This is an optimization exercise on Yosys and OpenROAD, whose aim is small area and a short achievable clock period, not a production implementation.
Only simulation tests tie the RTL to the original design; equivalence was not proved.
The flow treats the clock pin as an ideal source. Dropping or thinning the clock tree relies on that and would not hold on a real chip.

main:
Design vga_top, start of the top module:
module vga_top (
  input  logic              clk_vga,
  input  logic              rst_n,
  input  logic              write_strobe,
  input  logic [11:0]   write_x,
  input  logic [11:0]   write_y,
  input  logic [2:0] write_palette,
  input  logic [5:0]   night_rate,
  output logic              write_busy,
  output logic              rst_screen,
  output logic              hsync,
  output logic              vsync,
  output logic              data_enable,
  output logic [7:0]    red,
  output logic [7:0]    green,
  output logic [7:0]    blue
);
Settings: LEC_CHECK=0, CAP_MARGIN=20, CORE_MARGIN=2, CORE_UTILIZATION=55, PLACE_DENSITY=0.65, SETUP_SLACK_MARGIN=4.3, SLEW_MARGIN=20, SYNTH_HIERARCHICAL=1, SYNTH_MINIMUM_KEEP_SIZE=0; clock period 6.5 ns.
standard.sh (not shown) runs the stock make flow with config.mk's settings and CLKGATE_MAP_FILE= SYNTH_SCRIPT=/design/flow/synth_recipe.tcl, a recipe that flattens the netlist after the stock synthesis.
==> flow/flow/run.sh <==
#!/bin/bash
# Standard ORFS layout with these changes:
#  - flow/post_floorplan.tcl sizes the frame store's write muxes down to a22oi_1;
#  - flow/pre_cts.tcl builds the clock tree by hand (three levels: 4 clkinv_16 roots on
#    the clock port, 20 clkinv_8, about 136 clkbuf_16 leaves over k-means clusters of
#    the flip-flops)
#    in place of TritonCTS;
#  - the port buffers are buf_2.
set -euo pipefail
export POST_FLOORPLAN_TCL="$PWD/flow/post_floorplan.tcl"
export PRE_CTS_TCL="$PWD/flow/pre_cts.tcl"
# port buffers as buf_2 rather than the default (a delay cell)
export BUFFER_PORTS_ARGS="-inputs -outputs -buffer_cell sky130_fd_sc_hd__buf_2"
bash standard.sh > standard.log 2>&1
Other scripts of this flow, unchanged in this note and not shown: flow/flow/mycts.tcl, flow/flow/post_floorplan.tcl, flow/flow/pre_cts.tcl
Per the final summary, main finished and its layout is clean on timing, DRC and antenna.
### main -> the feature branch
diff --git a/flow/design.v b/flow/design.v
--- a/flow/design.v
+++ b/flow/design.v
@@ -164,56 +164,49 @@
       w2_rlo  <= pr_lo;
       w2_rhi  <= pr_hi;
       w2_p    <= w1_p;
     end
     c_early <= rst_n && v1 && dif[0];
     c_late0 <= rst_n && v1 && !dif[0];
     c_late1 <= c_late0;
   end
   logic [23:0] ring_sel;
-  logic [1:0][23:0] slot_sel;    
-  logic [1:0][2:0] w3_p;    
-  logic [1:0][2:0] w3_pn;   
+  logic [23:0] slot_sel;
+  logic [2:0]  w3_p;
   always_ff @(posedge clk_vga) begin
     for (int k = 0; k < 24; k++)
       ring_sel[k] <= (c_early || c_late1) && (w2_half == 1'(k / 12))
                   && w2_rlo[(k % 12) % 4] && w2_rhi[(k % 12) / 4];
     for (int j = 0; j < 24; j++)
-      for (int h = 0; h < 2; h++)
-        slot_sel[h][j] <= (w2_half == 1'(h)) && w2_dlo[j % 4] && w2_dhi[j / 4];
-    for (int h = 0; h < 2; h++) begin
-      w3_p[h]  <= (w2_half == 1'(h)) ? w2_p  : 3'd0;
-      w3_pn[h] <= (w2_half == 1'(h)) ? ~w2_p : 3'd0;
-    end
+      slot_sel[j] <= w2_dlo[j % 4] && w2_dhi[j / 4];
+    w3_p <= w2_p;
   end
   logic [71:0][47:0] q;
-  logic [1:0][23:0][2:0] slot_dat;
+  logic [23:0][2:0] slot_dat;
   always_comb begin
     for (int j = 0; j < 24; j++)
       for (int b = 0; b < 3; b++)
-        for (int h = 0; h < 2; h++)
-          slot_dat[h][j][b] = slot_sel[h][j]
-                           && (((((2 * j + 3) % 48) % 4) == 1) ? w3_pn[h][b] : w3_p[h][b]);
+        slot_dat[j][b] = slot_sel[j] && (w3_p[b] ^ ((((2 * j + 3) % 48) % 4) == 1));
   end
   genvar gk, gb, gp;
   for (gk = 0; gk < 24; gk++) begin : g_ring
     for (gp = 0; gp < 48; gp++) begin : g_pos
       if (gp % 2 == 1) begin : g_wr
         localparam int J = ((gp + 45) % 48) / 2;
         logic       keep_n;
         logic [2:0] d;
-        assign keep_n = ~(ring_sel[gk] && slot_sel[gk / 12][J]);
+        assign keep_n = ~(ring_sel[gk] && slot_sel[J]);
         for (gb = 0; gb < 3; gb++) begin : g_bit
           vga_aoi22 u_mux (
             .a1 (q[gk*3+gb][(gp + 47) % 48]),
             .a2 (keep_n),
             .b1 (ring_sel[gk]),
-            .b2 (slot_dat[gk / 12][J][gb]),
+            .b2 (slot_dat[J][gb]),
             .y  (d[gb])
           );
           always_ff @(posedge clk_vga)
             q[gk*3+gb][gp] <= d[gb];
         end
       end else begin : g_sh
         for (gb = 0; gb < 3; gb++) begin : g_bit
           always_ff @(posedge clk_vga)
             q[gk*3+gb][gp] <= q[gk*3+gb][(gp + 47) % 48];
==> comparison <==
Max final-stage net count across the feature branch and main: main. The feature branch ended up with a higher critical path depth than main did. The feature branch ended with less final worst slack than main. Against main, the feature branch comes in 2.6 points higher on global-route usage over all layers. Higher sequential share of layout area among the feature branch and main: main. Diff main -> the feature branch: layout overhead on the synthesized area now sits higher, fill cell instance count of the final layout down about 3%, overall die area saw a decrease, flip-flop and latch count moved down, multiplexer share of the synthesized area about even. Sort the feature branch and main by share of cell area taken by multi-input logic gates asc -> top: the feature branch.
No run of this note takes its clock network from TritonCTS; it comes from the design's own scripts or RTL.

[static timing again, ports no longer ideal]
No port has a modelled driver above. Below, the same layouts with a new extraction and two added sets of constraints.
Step 1 sets driving cells, clkbuf_16 on the clock port and buf_2 on the other inputs (assumed; they add their load-dependent delay and slew).
Step 2 adds t to the input delays and takes it off the output delays; t is the mean of the earliest and latest rising clock arrival at the registers after step 1. Input paths then give back, and output paths get back, about the clock's delay inside the block.
Three values: no drivers, after step 1, after step 2; two values: the first two.
| run | t (ns) | slack for setup (ns) | pins driven straight from the clock port |
|---|---|---|---|
| main | 0.745 | 4.258 / 3.934 / 4.060 | 4 |
| the feature branch | 0.728 | 4.112 / 3.932 / 3.890 | 4 |
After both steps every run listed still meets setup and hold. For the feature branch, which loses most, drivers alone change the setup slack by -0.180 ns; drivers and shift together by -0.222 ns.
